From an optimization exercise on the open Yosys and OpenROAD flow, aimed at small area, a short achievable clock period and few clock cycles; shortcuts taken in it are not production practice.
The RTL was checked by simulation tests, not by an equivalence proof against the original design.
No activity file was given, so power comes from the tool's default toggle rates.

==> indigo <==
==> flow/design.v <==
package cpu_pkg;
    localparam logic [6:0] OPC_OP     = 7'b0110011;
    localparam logic [6:0] OPC_OP_IMM = 7'b0010011;
    localparam logic [6:0] OPC_LUI    = 7'b0110111;
    localparam logic [6:0] OPC_LOAD   = 7'b0000011;
    localparam logic [6:0] OPC_STORE  = 7'b0100011;
    localparam logic [6:0] OPC_BRANCH = 7'b1100011;
    localparam logic [6:0] OPC_JAL    = 7'b1101111;
    localparam logic [2:0] ALU_ADD    = 3'd0;
    localparam logic [2:0] ALU_SUB    = 3'd1;
    localparam logic [2:0] ALU_AND    = 3'd2;
    localparam logic [2:0] ALU_OR     = 3'd3;
    localparam logic [2:0] ALU_XOR    = 3'd4;
    localparam logic [2:0] ALU_SLT    = 3'd5;
    localparam logic [2:0] ALU_PASS_B = 3'd6;
    localparam logic WB_ALU = 1'b0;
    localparam logic WB_MEM = 1'b1;
    localparam logic [1:0] FWD_REG = 2'd0;
    localparam logic [1:0] FWD_MEM = 2'd1;
    localparam logic [1:0] FWD_WB  = 2'd2;
endpackage
module reg_file (
    input  logic                   clk,
    input  logic                   rst_n,
    input  logic [5-1:0] rs1,
    input  logic [5-1:0] rs2,
    output logic [32-1:0]   rs1_val,
    output logic [32-1:0]   rs2_val,
    input  logic                   wb_reg_we,
    input  logic [5-1:0] wb_rd,
    input  logic [32-1:0]   wb_data
);
    logic [32-1:0]      rf   [1:32-1];
    logic [32-1:1] valid;
    genvar g;
    generate
        for (g = 1; g < 32; g++) begin : g_reg
            logic [32-1:0] q;
            always_ff @(posedge clk) begin
                if (wb_reg_we && wb_rd == g) begin
                    q <= wb_data;
                end
            end
            always_ff @(posedge clk) begin
                if (!rst_n) begin
                    valid[g] <= 1'b0;
                end else if (wb_reg_we && wb_rd == g) begin
                    valid[g] <= 1'b1;
                end
            end
            assign rf[g] = q;
        end
    endgenerate
    logic [32-1:1] sel1;
    logic [32-1:1] sel2;
    logic [32-1:0]      r1;
    logic [32-1:0]      r2;
    always_comb begin
        r1 = '0;
        r2 = '0;
        for (int i = 1; i < 32; i++) begin
            sel1[i] = valid[i] && rs1 == i;
            sel2[i] = valid[i] && rs2 == i;
            r1 = r1 | (rf[i] & {32{sel1[i]}});
            r2 = r2 | (rf[i] & {32{sel2[i]}});
        end
    end
    assign rs1_val = (wb_reg_we && wb_rd == rs1) ? wb_data : r1;
    assign rs2_val = (wb_reg_we && wb_rd == rs2) ? wb_data : r2;
endmodule
module cpu_core (
    input  logic                   clk,
    input  logic                   rst_n,
    output logic [32-1:0]   imem_addr,
    input  logic [32-1:0]   imem_data,
    output logic [32-1:0]   dmem_addr,
    output logic [32-1:0]   dmem_wdata,
    output logic                   dmem_we,
    input  logic [32-1:0]   dmem_rdata,
    output logic                   debug_wb_ena,
    output logic [5-1:0] debug_wb_reg,
    output logic [32-1:0]   debug_wb_value,
    output logic [32-1:0]   debug_wb_pc
);
    logic [31:0] pc;
    logic        x_we;
    logic        x_load;
    logic        x_store;
    logic        x_br;
    logic        x_jal;
    logic        x_bne;
    logic        x_sub;     
    logic        x_add;
    logic        x_and;
    logic        x_or;
    logic        x_xor;
    logic        x_slt;
    logic [4:0]  x_rd;
    logic [31:0] x_a;
    logic [31:0] x_b;
    logic [31:0] x_s;       
    logic [31:0] x_pc;
    logic        m_we;
    logic        m_load;
    logic        m_store;
    logic [4:0]  m_rd;
    logic [31:0] m_res;
    logic [31:0] m_sd;
    logic [31:0] m_pc;
    logic        w_ena;
    logic [4:0]  w_rd;
    logic [31:0] w_val;
    logic [31:0] w_pc;
    logic [31:0] m_wdata;
    assign dmem_addr  = m_res;
    assign dmem_wdata = m_sd;
    assign dmem_we    = m_store;
    assign m_wdata    = m_load ? dmem_rdata : m_res;
    logic [31:0] ins;
    logic [6:0]  opc;
    logic [2:0]  f3;
    logic [4:0]  rs1;
    logic [4:0]  rs2;
    logic [4:0]  rd;
    logic        is_op;
    logic        is_addi;
    logic        is_lui;
    logic        is_lw;
    logic        is_sw;
    logic        is_br;
    logic        is_jal;
    logic        uses_rs1;
    logic        uses_rs2;
    logic        c_we;
    logic        stall;
    logic [31:0] imm_i;
    logic [31:0] imm_s;
    logic [31:0] imm_u;
    logic [31:0] rs1_val;
    logic [31:0] rs2_val;
    logic [31:0] d_a;
    logic [31:0] d_b;
    logic [31:0] d_s;
    logic        fa;
    logic        fb;
    logic        fs;
    logic [31:0] res;
    assign ins = imem_data;
    assign opc = ins[6:0];
    assign f3  = ins[14:12];
    assign rs1 = ins[19:15];
    assign rs2 = ins[24:20];
    assign rd  = ins[11:7];
    assign is_op   = opc == cpu_pkg::OPC_OP &&
                     (f3 == 3'b000 || f3 == 3'b111 || f3 == 3'b110 ||
                      f3 == 3'b100 || f3 == 3'b010);
    assign is_addi = opc == cpu_pkg::OPC_OP_IMM && f3 == 3'b000;
    assign is_lui  = opc == cpu_pkg::OPC_LUI;
    assign is_lw   = opc == cpu_pkg::OPC_LOAD && f3 == 3'b010;
    assign is_sw   = opc == cpu_pkg::OPC_STORE && f3 == 3'b010;
    assign is_br   = opc == cpu_pkg::OPC_BRANCH && f3[2:1] == 2'b00;
    assign is_jal  = opc == cpu_pkg::OPC_JAL;
    assign uses_rs1 = is_op || is_addi || is_lw || is_sw || is_br;
    assign uses_rs2 = is_op || is_sw || is_br;
    assign c_we     = (is_op || is_addi || is_lui || is_lw || is_jal) && rd != 5'd0;
    assign imm_i = {{20{ins[31]}}, ins[31:20]};
    assign imm_s = {{20{ins[31]}}, ins[31:25], ins[11:7]};
    assign imm_u = {ins[31:12], 12'b0};
    reg_file reg_file_inst (
        .clk       (clk),
        .rst_n     (rst_n),
        .rs1       (rs1),
        .rs2       (rs2),
        .rs1_val   (rs1_val),
        .rs2_val   (rs2_val),
        .wb_reg_we (m_we),
        .wb_rd     (m_rd),
        .wb_data   (m_wdata)
    );
    assign stall = x_load && x_we &&
                   ((uses_rs1 && rs1 == x_rd) || (uses_rs2 && rs2 == x_rd));
    assign fa = uses_rs1 && x_we && rs1 == x_rd;
    assign fb = (is_op || is_br) && x_we && rs2 == x_rd;
    assign fs = is_sw && x_we && rs2 == x_rd;
    always_comb begin
        d_a = rs1_val;
        if (is_jal)      d_a = pc;
        else if (is_lui) d_a = '0;
        d_b = rs2_val;
        if (is_jal)                d_b = 32'd4;
        else if (is_addi || is_lw) d_b = imm_i;
        else if (is_sw)            d_b = imm_s;
        else if (is_lui)           d_b = imm_u;
        d_s = rs2_val;
        if (is_jal)     d_s = {{11{ins[31]}}, ins[31], ins[19:12], ins[20], ins[30:21], 1'b0};
        else if (is_br) d_s = {{19{ins[31]}}, ins[31], ins[7], ins[30:25], ins[11:8], 1'b0};
        if (fa) d_a = res;
        if (fb) d_b = res;
        if (fs) d_s = res;
    end
    logic [31:0] bx;
    logic [31:0] sum;
    logic        lt;
    logic [31:0] lg;
    logic        eq;
    logic        x_redir;
    logic [31:0] target;
    assign bx = x_b ^ {32{x_sub}};
    assign sum = x_a + bx + {31'b0, x_sub};
    assign lt  = (x_a[31] ^ x_b[31]) ? x_a[31] : sum[31];
    assign lg  = ((x_a & x_b) & {32{x_and}}) | ((x_a | x_b) & {32{x_or}}) |
                 ((x_a ^ x_b) & {32{x_xor}});
    assign res = (sum & {32{x_add}}) | lg | {31'b0, lt & x_slt};
    assign eq = (x_a == x_b);
    assign x_redir = x_jal || (x_br && (eq ^ x_bne));
    assign target  = x_pc + x_s;
    always_ff @(posedge clk) begin
        if (!rst_n) begin
            pc <= 32'h0000_0000;
        end else if (x_redir) begin
            pc <= target;
        end else if (!stall) begin
            pc <= pc + 32'd4;
        end
    end
    always_ff @(posedge clk) begin
        if (!rst_n || stall || x_redir) begin
            x_we    <= 1'b0;
            x_load  <= 1'b0;
            x_store <= 1'b0;
            x_br    <= 1'b0;
            x_jal   <= 1'b0;
        end else begin
            x_we    <= c_we;
            x_load  <= is_lw;
            x_store <= is_sw;
            x_br    <= is_br;
            x_jal   <= is_jal;
        end
    end
    always_ff @(posedge clk) begin
        x_bne <= f3[0];
        x_sub <= is_op && ((f3 == 3'b000 && ins[30]) || f3 == 3'b010);
        x_slt <= is_op && f3 == 3'b010;
        x_add <= !(is_op && f3 != 3'b000);
        x_and <= is_op && f3 == 3'b111;
        x_or  <= is_op && f3 == 3'b110;
        x_xor <= is_op && f3 == 3'b100;
        x_rd  <= rd;
        x_a   <= d_a;
        x_b   <= d_b;
        x_s   <= d_s;
        x_pc  <= pc;
    end
    always_ff @(posedge clk) begin
        if (!rst_n) begin
            m_we    <= 1'b0;
            m_load  <= 1'b0;
            m_store <= 1'b0;
        end else begin
            m_we    <= x_we;
            m_load  <= x_load;
            m_store <= x_store;
        end
    end
    always_ff @(posedge clk) begin
        m_rd  <= x_rd;
        m_res <= res;
        m_sd  <= x_s;
        m_pc  <= x_pc;
    end
    always_ff @(posedge clk) begin
        if (!rst_n) begin
            w_ena <= 1'b0;
        end else begin
            w_ena <= m_we;
        end
    end
    always_ff @(posedge clk) begin
        w_rd  <= m_rd;
        w_val <= m_wdata;
        w_pc  <= m_pc;
    end
    assign imem_addr      = pc;
    assign debug_wb_ena   = w_ena;
    assign debug_wb_reg   = w_rd;
    assign debug_wb_value = w_val;
    assign debug_wb_pc    = w_pc;
endmodule
==> flow/run.sh <==
#!/bin/bash
# synth_recipe.tcl (not shown) runs the flow's synth.tcl, then flattens the netlist and writes it again
# the make line also repeats each setting of config.mk as NAME=value (left out here)
make -C /OpenROAD-flow-scripts/flow DESIGN_CONFIG=/design/flow/config.mk WORK_HOME=/design/flow/orfs CLKGATE_MAP_FILE= SYNTH_SCRIPT=/design/flow/synth_recipe.tcl finish
==> flow/config.mk <==
export PLATFORM = sky130hd
export DESIGN_NAME = cpu_core
export DESIGN_NICKNAME = cpu_core
export VERILOG_FILES = /design/flow/design.v
export SDC_FILE = /design/flow/constraint.sdc
export NUM_CORES = 4
export LEC_CHECK = 0
export CAP_MARGIN = 20
export CORE_MARGIN = 2
export CORE_UTILIZATION = 40
export SETUP_SLACK_MARGIN = 2.6
export SLEW_MARGIN = 20
==> flow/constraint.sdc <==
create_clock -name core_clock -period 6.0 [get_ports {clk}]
set_input_delay 1.2000 -clock core_clock [delete_from_list [all_inputs] [get_ports {clk}]]
set_output_delay 1.2000 -clock core_clock [all_outputs]
set_load 0.01 [all_outputs]
==> quartz: changes against indigo <==
--- a/flow/design.v
+++ b/flow/design.v
@@ -29,4 +29,5 @@
     input  logic                   wb_reg_we,
     input  logic [5-1:0] wb_rd,
+    input  logic [32-1:1] wb_wen,     
     input  logic [32-1:0]   wb_data
 );
@@ -38,5 +39,5 @@
             logic [32-1:0] q;
             always_ff @(posedge clk) begin
-                if (wb_reg_we && wb_rd == g) begin
+                if (wb_wen[g]) begin
                     q <= wb_data;
                 end
@@ -45,5 +46,5 @@
                 if (!rst_n) begin
                     valid[g] <= 1'b0;
-                end else if (wb_reg_we && wb_rd == g) begin
+                end else if (wb_wen[g]) begin
                     valid[g] <= 1'b1;
                 end
@@ -66,6 +67,6 @@
         end
     end
-    assign rs1_val = (wb_reg_we && wb_rd == rs1) ? wb_data : r1;
-    assign rs2_val = (wb_reg_we && wb_rd == rs2) ? wb_data : r2;
+    assign rs1_val = r1;
+    assign rs2_val = r2;
 endmodule
 module cpu_core (
@@ -90,4 +91,6 @@
     logic        x_jal;
     logic        x_bne;
+    logic        x_pred;
+    logic        x_cross;   
     logic        x_sub;     
     logic        x_add;
@@ -98,5 +101,5 @@
     logic [4:0]  x_rd;
     logic [31:0] x_a;
-    logic [31:0] x_b;
+    logic [31:0] x_b;       
     logic [31:0] x_s;       
     logic [31:0] x_pc;
@@ -105,4 +108,5 @@
     logic        m_store;
     logic [4:0]  m_rd;
+    logic [31:1] m_wen;     
     logic [31:0] m_res;
     logic [31:0] m_sd;
@@ -137,12 +141,28 @@
     logic [31:0] imm_s;
     logic [31:0] imm_u;
+    logic [31:0] rf1;
+    logic [31:0] rf2;
     logic [31:0] rs1_val;
     logic [31:0] rs2_val;
+    logic        b1l;
+    logic        b1a;
+    logic        b2l;
+    logic        b2a;
     logic [31:0] d_a;
     logic [31:0] d_b;
     logic [31:0] d_s;
+    logic [31:0] off;
+    logic        short_off;
+    logic        pred;
+    logic [9:0]  tlo;
+    logic        blk_cross;
+    logic [31:0] ftarget;
+    logic [31:0] pc4;
+    logic [31:0] pc_base;
+    logic        take_ft;
     logic        fa;
     logic        fb;
     logic        fs;
+    logic        c_sub;
     logic [31:0] res;
     assign ins = imem_data;
@@ -172,12 +192,20 @@
         .rs1       (rs1),
         .rs2       (rs2),
-        .rs1_val   (rs1_val),
-        .rs2_val   (rs2_val),
+        .rs1_val   (rf1),
+        .rs2_val   (rf2),
         .wb_reg_we (m_we),
         .wb_rd     (m_rd),
+        .wb_wen    (m_wen),
         .wb_data   (m_wdata)
     );
+    assign b1l = m_we &&  m_load && m_rd == rs1;
+    assign b1a = m_we && !m_load && m_rd == rs1;
+    assign b2l = m_we &&  m_load && m_rd == rs2;
+    assign b2a = m_we && !m_load && m_rd == rs2;
+    assign rs1_val = (dmem_rdata & {32{b1l}}) | (m_res & {32{b1a}}) | (rf1 & {32{!(b1l || b1a)}});
+    assign rs2_val = (dmem_rdata & {32{b2l}}) | (m_res & {32{b2a}}) | (rf2 & {32{!(b2l || b2a)}});
     assign stall = x_load && x_we &&
                    ((uses_rs1 && rs1 == x_rd) || (uses_rs2 && rs2 == x_rd));
+    assign c_sub = is_op && ((f3 == 3'b000 && ins[30]) || f3 == 3'b010);
     assign fa = uses_rs1 && x_we && rs1 == x_rd;
     assign fb = (is_op || is_br) && x_we && rs2 == x_rd;
@@ -193,10 +221,19 @@
         else if (is_lui)           d_b = imm_u;
         d_s = rs2_val;
-        if (is_jal)     d_s = {{11{ins[31]}}, ins[31], ins[19:12], ins[20], ins[30:21], 1'b0};
-        else if (is_br) d_s = {{19{ins[31]}}, ins[31], ins[7], ins[30:25], ins[11:8], 1'b0};
+        if (is_jal || is_br) d_s = off;
         if (fa) d_a = res;
         if (fb) d_b = res;
+        d_b = d_b ^ {32{c_sub}};
         if (fs) d_s = res;
     end
+    assign off = opc[2] ? {{11{ins[31]}}, ins[31], ins[19:12], ins[20], ins[30:21], 1'b0}
+                        : {{19{ins[31]}}, ins[31], ins[7], ins[30:25], ins[11:8], 1'b0};
+    assign short_off = opc[2] ? (ins[19:12] == {8{ins[31]}} && ins[20] == ins[31] &&
+                                 ins[30:29] == {2{ins[31]}})
+                              : (ins[7] == ins[31] && ins[30:29] == {2{ins[31]}});
+    assign pred    = short_off && (is_jal || (is_br && (f3[0] || ins[31])));
+    assign tlo     = {1'b0, pc[8:0]} + {1'b0, off[8:0]};
+    assign blk_cross   = tlo[9] != ins[31];
+    assign ftarget = {pc[31:9], tlo[8:0]};
     logic [31:0] bx;
     logic [31:0] sum;
@@ -206,21 +243,26 @@
     logic        x_redir;
     logic [31:0] target;
-    assign bx = x_b ^ {32{x_sub}};
+    logic        taken;
+    logic [31:0] tgt_t;
+    logic [31:0] tgt_n;
+    logic        path_ok;
+    assign bx = x_b;
     assign sum = x_a + bx + {31'b0, x_sub};
-    assign lt  = (x_a[31] ^ x_b[31]) ? x_a[31] : sum[31];
+    assign lt  = (x_a[31] == x_b[31]) ? x_a[31] : sum[31];
     assign lg  = ((x_a & x_b) & {32{x_and}}) | ((x_a | x_b) & {32{x_or}}) |
                  ((x_a ^ x_b) & {32{x_xor}});
     assign res = (sum & {32{x_add}}) | lg | {31'b0, lt & x_slt};
     assign eq = (x_a == x_b);
-    assign x_redir = x_jal || (x_br && (eq ^ x_bne));
-    assign target  = x_pc + x_s;
+    assign taken   = x_jal || (eq ^ x_bne);
+    assign path_ok = x_pred ? (taken && !x_cross) : !taken;
+    assign x_redir = (x_jal || x_br) && !path_ok;
+    assign tgt_t   = x_pc + x_s;
+    assign tgt_n   = x_pc + 32'd4;
+    assign target  = (tgt_t & {32{taken}}) | (tgt_n & {32{!taken}});
+    assign pc4     = pc + 32'd4;
+    assign pc_base = !rst_n ? 32'h0000_0000 : x_redir ? target : stall ? pc : pc4;
+    assign take_ft = rst_n && !x_redir && !stall && pred;
     always_ff @(posedge clk) begin
-        if (!rst_n) begin
-            pc <= 32'h0000_0000;
-        end else if (x_redir) begin
-            pc <= target;
-        end else if (!stall) begin
-            pc <= pc + 32'd4;
-        end
+        pc <= take_ft ? ftarget : pc_base;
     end
     always_ff @(posedge clk) begin
@@ -241,5 +283,7 @@
     always_ff @(posedge clk) begin
         x_bne <= f3[0];
-        x_sub <= is_op && ((f3 == 3'b000 && ins[30]) || f3 == 3'b010);
+        x_pred <= pred;
+        x_cross <= blk_cross;
+        x_sub <= c_sub;
         x_slt <= is_op && f3 == 3'b010;
         x_add <= !(is_op && f3 != 3'b000);
@@ -255,8 +299,10 @@
     always_ff @(posedge clk) begin
         if (!rst_n) begin
+            m_wen   <= '0;
             m_we    <= 1'b0;
             m_load  <= 1'b0;
             m_store <= 1'b0;
         end else begin
+            m_wen   <= x_we ? 31'(32'd1 << x_rd >> 1) : '0;
             m_we    <= x_we;
             m_load  <= x_load;
- CORE_UTILIZATION: 40 -> 30
- CTS_CLUSTER_DIAMETER: not set -> 100
- CTS_CLUSTER_SIZE: not set -> 20
- SETUP_SLACK_MARGIN: 2.6 -> 2.8
- TNS_END_PERCENT: not set -> 10
==> notes <==
Core utilization: quartz is lower than indigo (14 points).
Of indigo and quartz, quartz has the higher combinational power (gap about 20%, measured against quartz).
Sequential power is about the same in indigo and quartz.
Of indigo and quartz, indigo has the higher routed wire length (gap about 1%, measured against quartz).
Testbench counts of indigo, summed over its fixed seeds: cycles 108,196.
Testbench counts of quartz, summed over its fixed seeds: cycles 101,004.

what the ideal ports hide:
The flow's constraints put no driver on any port. The routed layouts listed below were extracted and timed again, unchanged, in two steps. Step 1 assumes that a clkbuf_16 drives the clock port and a buf_2 every other input. Step 2 also shifts input and output timing later by t, the mid clock arrival at the registers, as if the neighbouring blocks saw the same clock. Slacks: no drivers / after step 1 / after step 2; pairs: no drivers / after step 1.
run | t (ns) | setup WS [ns] | clock arrival spread, ns | worst register clock-pin slew, ns
indigo | 0.913 | 2.419 / 2.412 / 1.499 | 0.074 / 0.074 | 0.07 / 0.07
quartz | 0.827 | 2.326 / 2.326 / 1.544 | 0.069 / 0.068 | 0.10 / 0.10
After both steps setup and hold are still met in every run listed. The setup slack of indigo, which loses most, moves by -0.007 ns with the drivers and by -0.920 ns with both steps.
